This is an optimization exercise on Yosys and OpenROAD, whose aim is small area, not a production implementation. The RTL was checked by simulation tests, not by an equivalence proof against the original design. Power figures rest on the tool's default switching activity, not on a simulated workload.

Setup of lane 1:
// dmem_responder
module dmem_responder (
    input  logic        clk,
    input  logic        rst,
    input  logic        MemRead,
    input  logic        MemWrite,
    input  logic [31:0] dir,
    input  logic [31:0] dataIn,
    output logic [31:0] dataOut,
    output logic        ready,
    output logic        stall,
    output logic        misalign
);
clock: 5.0 ns
lec_check: 0
cap_margin: 20
core_margin: 2
core_utilization: 75
cts_buf_list: sky130_fd_sc_hd__clkbuf_16
cts_cluster_diameter: 85
cts_cluster_size: 32
slew_margin: 20
synth_hierarchical: 1
standard.sh (not shown) runs the stock make flow with config.mk's settings and CLKGATE_MAP_FILE= SYNTH_SCRIPT=/design/flow/synth_recipe.tcl, a recipe that flattens the netlist after the stock synthesis.
==> flow/flow/run.sh <==
#!/bin/bash
# The standard layout, with the port buffers made from the plain buf cell rather than
# the delay cell buffer_ports picks by default (repair may still resize them).
set -euo pipefail
export BUFFER_PORTS_ARGS="-buffer_cell sky130_fd_sc_hd__buf_1"
bash standard.sh > standard.log 2>&1
Lane 1 reached the end of the flow, and the finished layout is clean on the timing, DRC and antenna checks.
Inputs modified between lane 1 and lane 2:
Settings: a change of CTS_CLUSTER_DIAMETER from 85 to 80; a change of CTS_CLUSTER_SIZE from 32 to 30; a change of CORE_UTILIZATION from 75 to 82.
--- outcome ---
- Lane 2 ran in full, but the layout does not pass; the checks complain about setup timing.
- Of lane 2 and lane 1, the run reporting the higher first-pass GRT wire length was lane 2.
- Looking at lane 2 and lane 1, the design area is a wash.
- Against lane 1, lane 2 comes in 1.0 points higher on part of the power in the clock network.
- Pin count of the biggest net entering global routing: lane 2 vs lane 1 down 15%
- ~same growth of design area from synthesis to finish in lane 2 and lane 1
- Comparing the two runs side by side, lane 2 comes out behind lane 1 on leakage power summed over all cells.
- Measured against each other, lane 2 and lane 1 differ in post-layout instance count excluding filler cells, the higher figure coming from lane 1.
- Lane 2 vs lane 1 — overall die area dropped about 8%.
- Diff lane 1 -> lane 2: via count of the first global-routing pass saw an increase, clock network latency to the later pin of the worst-skew pair rose by 0.05 ns.
What lane 3 does differently from lane 2 at the input level:
Settings: a change of CORE_UTILIZATION from 82 to 75; an added GPL_TIMING_DRIVEN of 0.
### Flow results
Lane 3 did not stop at any stage, and its layout met the timing, DRC and antenna checks. Lane 3 has switching part of the total below what lane 2 had. Vias: lane 3 fewer than lane 2. Looking at top fanout value on the critical path, lane 3 sits 5 above lane 2. Taking lane 2 as the reference, in lane 3 synthesis-to-layout area growth rose 2.4 points; total design power decreased by 0.52% relative to the old numbers. [compare] base=lane 2 new=lane 3: clock latency reported for the late side of the worst-skew pair went down; post-route minimum period lost 0.14 ns; die outline area went up; post-route cell area picked up an extra 1200 µm²; normalized max-slew margin shows an increase of 15 points.
Input-level comparison between lane 4 and lane 3:
Settings: changing CTS_CLUSTER_DIAMETER from 80 to 90; removing GPL_TIMING_DRIVEN (formerly 0); changing CTS_CLUSTER_SIZE from 30 to 34; setting CORE_ASPECT_RATIO to 0.6 for the first time.
--- outcome ---
Lane 4 closes out successfully: all stages finished, all timing, DRC and antenna checks passed.
On proportion of power drawn by flip-flops and latches, the lower figure sits with lane 3, not lane 4.
Lane 3 consumes more power than lane 4.
Compared with lane 3, lane 4 shows maximum frequency that has gone up by a few percent.

The RTL this note starts from:
==> flow/design.v <==
module dmem_responder (
    input  logic        clk,
    input  logic        rst,
    input  logic        MemRead,
    input  logic        MemWrite,
    input  logic [31:0] dir,
    input  logic [31:0] dataIn,
    output logic [31:0] dataOut,
    output logic        ready,
    output logic        stall,
    output logic        misalign
);
    logic [1:0]  st_q;
    logic        misalign_q;
    logic [1:0]  ph_q;
    logic [5:0]  bidx_q;
    logic [31:0] bdata_q;
    logic [31:0] dout_q;
    logic [31:0] ring_q [0:15][0:3];
    logic        req;
    logic        mis_now;
    logic [5:0]  idx;
    logic        capture;
    logic        hit;
    logic [1:0]  ph_dn;
    logic [15:0] rsel;
    logic [15:0] rwe;
    logic [15:0] rhold;
    logic [31:0] rd;
    logic        keep;
    assign req     = MemRead | MemWrite;
    assign mis_now = (dir[1:0] != 2'b00);
    assign idx     = dir[7:2];
    assign capture = (st_q == 2'd2) && !rst && MemWrite && !mis_now;
    assign ph_dn   = ph_q - 2'd1;
    assign hit     = (idx[1:0] == ph_q);
    assign stall    = !rst && (((st_q == 2'd0) && req) || (st_q == 2'd1) || (st_q == 2'd2));
    assign ready    = (st_q == 2'd3);
    assign misalign = misalign_q;
    always_ff @(posedge clk) begin
        if (rst) begin
            st_q       <= 2'd0;
            misalign_q <= 1'b0;
        end else begin
            case (st_q)
                2'd0:    if (req) st_q <= 2'd1;
                2'd1:    st_q <= 2'd2;
                2'd2: begin
                    st_q <= 2'd3;
                    if (mis_now) misalign_q <= 1'b1;
                end
                default: st_q <= 2'd0;
            endcase
        end
    end
    always_ff @(posedge clk) begin
        ph_q <= ph_dn;
        if (capture) begin
            bidx_q  <= idx;
            bdata_q <= dataIn;
        end
    end
    for (genvar r = 0; r < 16; r++) begin : g_ring
        logic [31:0] load;
        assign rsel[r] = hit && !mis_now && (idx[5:2] == 4'(r));
        assign rwe[r]  = (bidx_q[5:2] == 4'(r)) && (bidx_q[1:0] == ph_dn);
        assign rhold[r] = !rwe[r];
        for (genvar b = 0; b < 32; b++) begin : g_bit
            dmem_ring_load u_load (
                .q   (ring_q[r][3][b]),
                .hold(rhold[r]),
                .d   (bdata_q[b]),
                .load(rwe[r]),
                .y   (load[b])
            );
        end
        always_ff @(posedge clk) begin
            ring_q[r][0] <= load;
            ring_q[r][1] <= ring_q[r][0];
            ring_q[r][2] <= ring_q[r][1];
            ring_q[r][3] <= ring_q[r][2];
        end
    end
    assign keep = (st_q != 2'd0);
    for (genvar b = 0; b < 32; b++) begin : g_rd
        logic [15:0] heads;
        logic [5:0]  rd_n;
        for (genvar r = 0; r < 16; r++) begin : g_r
            assign heads[r] = ring_q[r][0][b];
        end
        dmem_rd_bit u_rd (
            .d   (heads),
            .sel (rsel),
            .hold(dout_q[b]),
            .keep(keep),
            .n   (rd_n)
        );
        assign rd[b] = !(&rd_n);
    end
    always_ff @(posedge clk) begin
        dout_q <= rd;
    end
    assign dataOut = rd;
endmodule
module dmem_ring_load (
    input  logic q,
    input  logic hold,
    input  logic d,
    input  logic load,
    output logic y
);
    assign y = (q & hold) | (d & load);
endmodule
module dmem_rd_bit (
    input  logic [15:0] d,
    input  logic [15:0] sel,
    input  logic        hold,
    input  logic        keep,
    output logic [5:0]  n
);
    for (genvar g = 0; g < 5; g++) begin : g_aoi
        dmem_aoi222 u_aoi (
            .a (d[3*g]),   .sa(sel[3*g]),
            .b (d[3*g+1]), .sb(sel[3*g+1]),
            .c (d[3*g+2]), .sc(sel[3*g+2]),
            .y (n[g])
        );
    end
    assign n[5] = !((d[15] && sel[15]) || (hold && keep));
endmodule
module dmem_aoi222 (
    input  logic a,
    input  logic sa,
    input  logic b,
    input  logic sb,
    input  logic c,
    input  logic sc,
    output logic y
);
    assign y = !((a && sa) || (b && sb) || (c && sc));
endmodule
export LEC_CHECK = 0
export CAP_MARGIN = 20
export CORE_MARGIN = 2
export CORE_UTILIZATION = 70
export CTS_BUF_LIST = sky130_fd_sc_hd__clkbuf_16
export CTS_CLUSTER_DIAMETER = 90
export CTS_CLUSTER_SIZE = 34
export SLEW_MARGIN = 20
export SYNTH_HIERARCHICAL = 1
create_clock -name core_clock -period 5.0 [get_ports {clk}]
Scripts as last shown in full above: flow/flow/run.sh
Edit:
--- a/flow/config.mk
+++ b/flow/config.mk
@@ -8,5 +8,5 @@
 export CAP_MARGIN = 20
 export CORE_MARGIN = 2
-export CORE_UTILIZATION = 70
+export CORE_UTILIZATION = 75
 export CTS_BUF_LIST = sky130_fd_sc_hd__clkbuf_16
 export CTS_CLUSTER_DIAMETER = 90
The changed run ran to the end with no violations.
Die area fell by 6.6%.
Design area fell by 0.39%.
Global-route usage rose by 1.9 points.
Routed wire length fell by 1.3%.
Total power is about the same.
Register-to-register slack gets better by 0.06 ns.
Sequential cell count does not change.
Critical path depth fell by 2.
Core utilization rose by 4.9 points.
Edit:
--- a/flow/config.mk
+++ b/flow/config.mk
@@ -10,6 +10,6 @@
 export CORE_UTILIZATION = 75
 export CTS_BUF_LIST = sky130_fd_sc_hd__clkbuf_16
-export CTS_CLUSTER_DIAMETER = 90
-export CTS_CLUSTER_SIZE = 34
+export CTS_CLUSTER_DIAMETER = 80
+export CTS_CLUSTER_SIZE = 30
 export SLEW_MARGIN = 20
 export SYNTH_HIERARCHICAL = 1
=> The new run produced a clean layout. Worst setup slack degrades by 0.018 ns. Count of clock-buffer cells in the layout rose by 7. Flip-flop and latch count is unchanged. First-iteration DRC count increases by 2.4%. Hold slack improves by 0.0050 ns. Via count climbs by 0.80%. Fmax fell by 0.38%. Die area is unchanged. Area after synthesis does not change. Global-route usage came out higher by 0.25 points. Synthesized cell count stays the same.

## re-timing with driven ports
The results above use ideal ports. As a check the final layouts listed here were re-extracted and re-timed, cells and wires unchanged.
Step 1 (the two cells are an assumption about what drives the block):
set clk [get_ports {clk}]
set_driving_cell -lib_cell sky130_fd_sc_hd__clkbuf_16 $clk
set_driving_cell -lib_cell sky130_fd_sc_hd__buf_2 [delete_from_list [all_inputs] $clk]
Step 2 moves the port delays by t, midway between the first and last clock arrival at a register: inputs arrive t later, outputs are due t later. That takes back most of the time a late clock gives input paths.
a / b / c = ideal ports / drivers / drivers and shift; a / b = the first two.
run	shift t [ns]	setup WS [ns]	worst slew at a driven data input, ns
lane 1	0.716	0.412 / 0.380 / 0.380	0.05
lane 2	0.747	-0.026 / -0.052 / -0.046	0.10
lane 3	0.736	0.114 / 0.045 / 0.090	0.07
lane 4	0.740	0.412 / 0.392 / 0.392	0.08
the first run of note 2	0.722	0.192 / 0.162 / 0.162	0.13
the second run of note 2	0.728	0.413 / 0.381 / 0.381	0.06
the third run of note 2	0.733	0.395 / 0.363 / 0.363	0.05
